This design comes from an exercise in tuning for small area, a short achievable clock period and few clock cycles per item on the open sky130 flow, not from production work. RTL that was checked went through simulation tests only; none was proved equivalent to the original. No activity file was given, so power comes from the tool's default toggle rates.

cedar:
==> flow/design.v (excerpt) <==
module json_key_value_extractor_core #(
   parameter int MaxKeyChars = jkv_pkg::MAX_KEY_CHARS_DEF
) (
   input  logic                            clock,
   input  logic                            reset,
   input  logic                            req_valid,
   output logic                            req_stall,
   input  logic [7:0]                      req_data_byte,
   input  logic                            req_last_byte,
   output logic                            rsp_valid,
   input  logic                            rsp_stall,
   output logic [1:0]                      rsp_item_kind,
   output logic [31:0]                     rsp_item_value,
   output logic [2:0]                      rsp_result_status,
   output logic                            rsp_end_of_run,
   input  logic                            csr_valid,
   output logic                            csr_ready,
   input  logic [jkv_pkg::CSR_IDX_W-1:0]   csr_index,
   input  logic [jkv_pkg::CSR_DATA_W-1:0]  csr_write_data
);
export LEC_CHECK = 0
export CAP_MARGIN = 20
export CORE_MARGIN = 2
export CORE_UTILIZATION = 40
export CTS_BUF_LIST = sky130_fd_sc_hd__clkbuf_8
export CTS_CLUSTER_SIZE = 20
export SLEW_MARGIN = 20
create_clock -name core_clock -period 10.0 [get_ports {clock}]
standard.sh (not shown) runs the stock make flow with config.mk's settings and CLKGATE_MAP_FILE= SYNTH_SCRIPT=/design/flow/synth_recipe.tcl, a recipe that flattens the netlist after the stock synthesis.
==> flow/flow/run.sh <==
#!/bin/bash
# Standard ORFS layout, with timing repair aimed at a shorter period than the clock's
# (the SDC is unchanged; only the resizer's setup margin is raised), plain buffers on the
# ports, and no full-adder cell extraction in synthesis (registers are unchanged).
set -euo pipefail
MARGIN=$(cat flow/margin.txt)
bash standard.sh SETUP_SLACK_MARGIN=$MARGIN "BUFFER_PORTS_ARGS=-buffer_cell sky130_fd_sc_hd__buf_1" ADDER_MAP_FILE= finish > standard_flow.log 2>&1
==> flow/flow/margin.txt <==
6.8
Here is what was changed in the inputs of oak compared with cedar.
--- a/flow/design.v
+++ b/flow/design.v
@@ -198,50 +198,25 @@
          dv_shift[i] = dv_ff[i-1] && eqk[i-2];
       end
    end
    logic        hitp_ff;
    logic [16:0] dv_sel;
    logic        hitp_n;
    assign hit = is_quote && hitp_ff;
    logic [3:0]  dig;
    logic [31:0] acc_mul;
    logic        acc_ov;
    assign dig     = c[3:0];
-   logic [3:0]  lo_sum;
-   logic        lo_c;
-   logic [27:0] hi_a, hi_b, hi_p, hi_gp, hi_pp, hi_s;
-   assign lo_sum  = {acc_ff[0], 2'b00} + {1'b0, acc_ff[2:0]} + {1'b0, dig[3:1]};
-   assign lo_c    = lo_sum[3];
-   assign hi_a    = acc_ff[28:1];
-   assign hi_b    = acc_ff[30:3];
-   assign hi_p    = hi_a ^ hi_b;
-   always_comb begin
-      logic [27:0] g, pp;
-      g  = hi_a & hi_b;
-      pp = hi_p;
-      for (int l = 0; l < 5; l++) begin
-         for (int i = 0; i < 28; i++) begin
-            if (((i >> l) & 1) == 1) begin
-               g[i]  = g[i] | (pp[i] & g[((i >> l) << l) - 1]);
-               pp[i] = pp[i] & pp[((i >> l) << l) - 1];
-            end
-         end
-      end
-      hi_gp = g;
-      hi_pp = pp;
-      hi_s[0] = hi_p[0] ^ lo_c;
-      for (int i = 1; i < 28; i++) begin
-         hi_s[i] = hi_p[i] ^ (hi_gp[i-1] | (hi_pp[i-1] & lo_c));
-      end
-   end
-   assign acc_mul = {hi_s, lo_sum[2:0], dig[0]};
+   logic [31:0] acc_x5;
+   assign acc_x5  = acc_ff + {acc_ff[29:0], 2'b00} + {29'd0, dig[3:1]};
+   assign acc_mul = {acc_x5[30:0], dig[0]};
    assign acc_ov  = (acc_ff > 32'd429496729) || ((acc_ff == 32'd429496729) && (dig > 4'd5));
    logic [15:0] cnt_inc;
    logic        sfull_next, afull_next;
    assign cnt_inc    = cnt_ff + 16'd1;
    assign sfull_next = ({1'b0, cnt_ff} + 17'd2 == {1'b0, scap_ff});
    assign afull_next = (cnt_inc == {5'd0, acap_ff});
    logic [3:0]  ph_n;
    logic [17:1] dv_n;
    logic        esc_n;
    logic        ovf_n;
    logic [2:0]  asel;
### Flow results
Compared with cedar, number of rows created at floorplan in oak increased by a few percent. oak vs. cedar: total standard cell area after synthesis higher; tightest slew margin relative to the limit higher; clock buffer count from CTS lower; global-route usage over all layers higher; cell area higher.
Function was not checked in any run of this note: the RTL went through the layout flow alone.

========
Another version of the RTL of json_key_value_extractor_core (not shown whole).
Size in the first run: roughly 1,900 cells after synthesis, ~280 flip-flops, roughly 120 I/O pins.
// json_key_value_extractor_core
module json_key_value_extractor_core #(
   parameter int MaxKeyChars = jkv_pkg::MAX_KEY_CHARS_DEF
) (
   input  logic                            clock,
   input  logic                            reset,
   input  logic                            req_valid,
   output logic                            req_stall,
   input  logic [7:0]                      req_data_byte,
   input  logic                            req_last_byte,
   output logic                            rsp_valid,
   input  logic                            rsp_stall,
   output logic [1:0]                      rsp_item_kind,
   output logic [31:0]                     rsp_item_value,
   output logic [2:0]                      rsp_result_status,
   output logic                            rsp_end_of_run,
   input  logic                            csr_valid,
   output logic                            csr_ready,
   input  logic [jkv_pkg::CSR_IDX_W-1:0]   csr_index,
   input  logic [jkv_pkg::CSR_DATA_W-1:0]  csr_write_data
);
clock: 10.0 ns
lec_check: 0
cap_margin: 20
core_margin: 2
core_utilization: 40
cts_buf_list: sky130_fd_sc_hd__clkbuf_16
cts_cluster_diameter: 150
cts_cluster_size: 25
slew_margin: 20
==> flow/flow/run.sh <==
#!/bin/bash
# Standard ORFS layout, with timing repair aimed at a shorter period than the clock's
# (the SDC is unchanged; only the resizer's setup margin is raised) and plain buffers on
# the ports.
set -euo pipefail
MARGIN=$(cat flow/margin.txt)
bash standard.sh SETUP_SLACK_MARGIN=$MARGIN "BUFFER_PORTS_ARGS=-buffer_cell sky130_fd_sc_hd__buf_1"  finish > standard_flow.log 2>&1
Scripts as last shown in full above: flow/flow/margin.txt
Testbench counts at the start, summed over its fixed seeds: cycles 202,262, bytes 201,750.
Rerun with:
--- a/flow/design.v
+++ b/flow/design.v
@@ -165,21 +165,21 @@
    logic        pn_u_ff, pn_a_ff;
    logic        out_v_ff;
    logic [1:0]  out_k_ff;
    logic [2:0]  out_s_ff;
    logic        adv;
    logic        step;
    logic        pend;
    logic        pend_go;
    assign adv     = !out_v_ff || !rsp_stall;
    assign pend    = pf_ff || pn_u_ff || pn_a_ff;
-   assign step    = h_v && adv && (!pend || (pf_ff && ph_ff[DN]));
+   assign step    = h_v && adv && !pend;
    assign consume = step;
    assign pend_go = pend && adv;
    logic [7:0] c;
    logic       ws, dg, qt, cl, cm, lb, rb, bs;
    logic       L;
    logic [7:0] ch_dec;
    assign c  = h_b;
    assign L  = h_l;
    assign {bs, rb, lb, cm, cl, qt, dg, ws} = h_cls;
    assign ch_dec = !esc_ff ? c :
The changed run completed with no timing, DRC or antenna violations.
Synthesized cell count drops by 0.37%.
Design area drops by 0.80%.
Combinational power is about the same.
Routed wire length climbs by 1.4%.
Setup slack gets worse by 0.064 ns.
Total power hardly moves.
Fmax shrinks by about 2%.
Clock-buffer cell count does not change.
First-iteration DRC count drops by about 14%.
Critical path depth is higher by 6.
Synthesized area barely changes.
Sequential power is about the same.
Worst hold slack is worse by 0.0066 ns.
Testbench counts after the change, summed over its fixed seeds: cycles 202,844, bytes 201,750.

========
Another version of the RTL of json_key_value_extractor_core (not shown whole).
Size: ~1,900 cells after synthesis, roughly 270 flip-flops, about 120 I/O pins, ~16,000 sq um of cells after synthesis.
Settings: LEC_CHECK=0, CAP_MARGIN=20, CORE_MARGIN=2, CORE_UTILIZATION=40, SLEW_MARGIN=20; clock period 10.0 ns.
run.sh (not shown) runs the stock make flow with config.mk's settings and CLKGATE_MAP_FILE= SYNTH_SCRIPT=/design/flow/synth_recipe.tcl, a recipe that flattens the netlist after the stock synthesis.
Stock flow here: none of the scripts above is used.
The starting point finished clean.
==> next run, changes <==
--- a/flow/design.v
+++ b/flow/design.v
@@ -133,84 +133,81 @@
    logic       consume;
    assign req_stall = s_v;
    assign accept    = req_valid && !s_v;
    always_ff @(posedge clock) begin
       if (reset) begin
          h_v <= 1'b0;
          s_v <= 1'b0;
       end else begin
          h_v <= (h_v && !consume) || s_v || accept;
          s_v <= !consume && (s_v || (accept && h_v));
       end
    end
-   logic [7:0] h_in;
-   logic [7:0] h_cls_in, h_cls;
-   assign h_in = s_v ? s_b : req_data_byte;
-   assign h_cls_in = {h_in == CH_BSLASH, h_in == CH_RBRACK, h_in == CH_LBRACK, h_in == CH_COMMA,
-                      h_in == CH_COLON, h_in == CH_QUOTE, (h_in >= CH_ZERO) && (h_in <= CH_NINE),
-                      (h_in == CH_SPACE) || (h_in == CH_TAB) || (h_in == CH_LF) || (h_in == CH_CR)};
    always_ff @(posedge clock) begin
       if (!s_v) begin
          s_b <= req_data_byte;
          s_l <= req_last_byte;
       end
       if (consume || !h_v) begin
-         h_b   <= h_in;
-         h_l   <= s_v ? s_l : req_last_byte;
-         h_cls <= h_cls_in;
+         h_b <= s_v ? s_b : req_data_byte;
+         h_l <= s_v ? s_l : req_last_byte;
       end
    end
    logic [3:0]  ph_ff;
    logic [17:1] dv_ff;
    logic        esc_ff;
    logic [31:0] acc_ff;
    logic        ovf_ff;
    logic [15:0] cnt_ff;
    logic        full_ff;
    logic        pf_ff, pf_ok_ff;
    logic        out_v_ff;
    logic [1:0]  out_k_ff;
    logic [2:0]  out_s_ff;
    logic        adv;
    logic        step;
    logic        pf_go;
    assign adv     = !out_v_ff || !rsp_stall;
    assign step    = h_v && adv && !pf_ff;
    assign consume = step;
    assign pf_go   = pf_ff && adv;
    logic [7:0] c;
    logic       is_ws, is_dig, is_quote, is_colon, is_comma, is_lbrack, is_rbrack, is_bslash;
    logic [7:0] ch_dec;
    assign c         = h_b;
-   assign {is_bslash, is_rbrack, is_lbrack, is_comma, is_colon, is_quote, is_dig, is_ws} = h_cls;
+   assign is_ws     = (c == CH_SPACE) || (c == CH_TAB) || (c == CH_LF) || (c == CH_CR);
+   assign is_dig    = (c >= CH_ZERO) && (c <= CH_NINE);
+   assign is_quote  = (c == CH_QUOTE);
+   assign is_colon  = (c == CH_COLON);
+   assign is_comma  = (c == CH_COMMA);
+   assign is_lbrack = (c == CH_LBRACK);
+   assign is_rbrack = (c == CH_RBRACK);
+   assign is_bslash = (c == CH_BSLASH);
    assign ch_dec    = !esc_ff ? c :
                       (c == CH_N) ? CH_LF :
                       (c == CH_T) ? CH_TAB :
                       (c == CH_R) ? CH_CR : c;
    logic [15:0] eqk;
    logic [17:1] dv_shift;
    logic        hit;
    always_comb begin
       for (int j = 0; j < 16; j++) begin
          eqk[j] = (c == key_ff[8*j +: 8]);
       end
       dv_shift[1] = is_quote;
       for (int i = 2; i <= 17; i++) begin
          dv_shift[i] = dv_ff[i-1] && eqk[i-2];
       end
    end
-   logic        hitp_ff;
-   logic [16:0] dv_sel;
-   logic        hitp_n;
-   assign hit = is_quote && hitp_ff;
+   assign hit = is_quote && (kc_ff != 5'd0) && dv_ff[kc_ff + 5'd1];
    logic [3:0]  dig;
    logic [31:0] acc_mul;
    logic        acc_ov;
    assign dig     = c[3:0];
    assign acc_mul = (acc_ff << 3) + (acc_ff << 1) + {28'd0, dig};
    assign acc_ov  = (acc_ff > 32'd429496729) || ((acc_ff == 32'd429496729) && (dig > 4'd5));
    logic [15:0] cnt_inc;
    logic        sfull_next, afull_next;
    assign cnt_inc    = cnt_ff + 16'd1;
    assign sfull_next = ({1'b0, cnt_ff} + 17'd2 == {1'b0, scap_ff});
    assign afull_next = (cnt_inc == {5'd0, acap_ff});
    logic [3:0]  ph_n;
@@ -451,43 +448,34 @@
                end
             end
          endcase
       end
       if (h_l) begin
          ph_n  = P_SEARCH;
          dv_n  = '0;
          esc_n = 1'b0;
       end else if (done) begin
          ph_n = P_DONE;
       end
    end
-   always_comb begin
-      dv_sel[0] = 1'b0;
-      for (int k = 1; k <= 16; k++) begin
-         dv_sel[k] = dv_n[k+1];
-      end
-   end
-   assign hitp_n = dv_sel[kc_ff];
    always_ff @(posedge clock) begin
       if (reset) begin
          ph_ff    <= P_SEARCH;
          dv_ff    <= '0;
-         hitp_ff  <= 1'b0;
          pf_ff    <= 1'b0;
          out_v_ff <= 1'b0;
       end else begin
          if (step) begin
             ph_ff <= ph_n;
             dv_ff <= dv_n;
-            hitp_ff <= hitp_n;
             pf_ff <= pf_set;
          end else if (pf_go) begin
             pf_ff <= 1'b0;
          end
          if ((step && emit) || pf_go) begin
             out_v_ff <= 1'b1;
          end else if (!rsp_stall) begin
             out_v_ff <= 1'b0;
          end
       end
    end
    always_ff @(posedge clock) begin
Final cell count is about the same.
Core utilization fell by 0.45 points.
Total power fell by 8.0%.
Worst setup slack gets worse by 310 ps.
Combinational power fell by 14%.
Synthesized area fell by 1.1%.
Synthesized cell count rose by 0.32%.
Design area fell by 1.4%.
Global-route usage rose by 0.80 points.
Die area fell by 1.1%.
Wire length rose by 3.0%.
Hold slack gets worse by 7.9 ps.
Sequential power fell by about 6%.
Register-to-register slack gets worse by 310 ps.
No functional check of the RTL was part of any run of this note.

-- port drivers added, routing unchanged --
Ports are ideal in the flow. The routed layouts listed here were re-timed in OpenROAD.
Step 1: set_driving_cell puts a clkbuf_16 on clock and a buf_2 on each other input, an assumption about the parent block.
Step 2 times the ports against the registers' clock, not the clock port: input delays grow and output delays shrink by t, the midpoint of the rising clock arrivals with the driver on.
a / b / c = ideal / step 1 / step 2; a / b = the first two.
| run | t, ns | setup slack, ns | worst data-port slew with drivers (ns) | cell pins on the clock port's net |
|---|---|---|---|---|
| cedar | 0.655 | 6.576 / 6.576 / 6.212 | 0.08 | 1 |
| oak | 0.606 | 6.738 / 6.693 / 6.237 | 0.07 | 1 |
| the first run of note 2 | 0.550 | 6.845 / 6.793 / 6.386 | 0.07 | 1 |
| the second run of note 2 | 0.550 | 6.781 / 6.754 / 6.265 | 0.11 | 1 |
| the first run of note 3 | 0.613 | 5.577 / 5.577 / 5.577 | 0.08 | 1 |
| the second run of note 3 | 0.620 | 5.272 / 5.272 / 5.272 | 0.05 | 1 |
After both steps setup and hold are still met in every run listed. For the second run of note 2, which loses most, drivers alone change the setup slack by -0.027 ns; drivers and shift together by -0.516 ns.
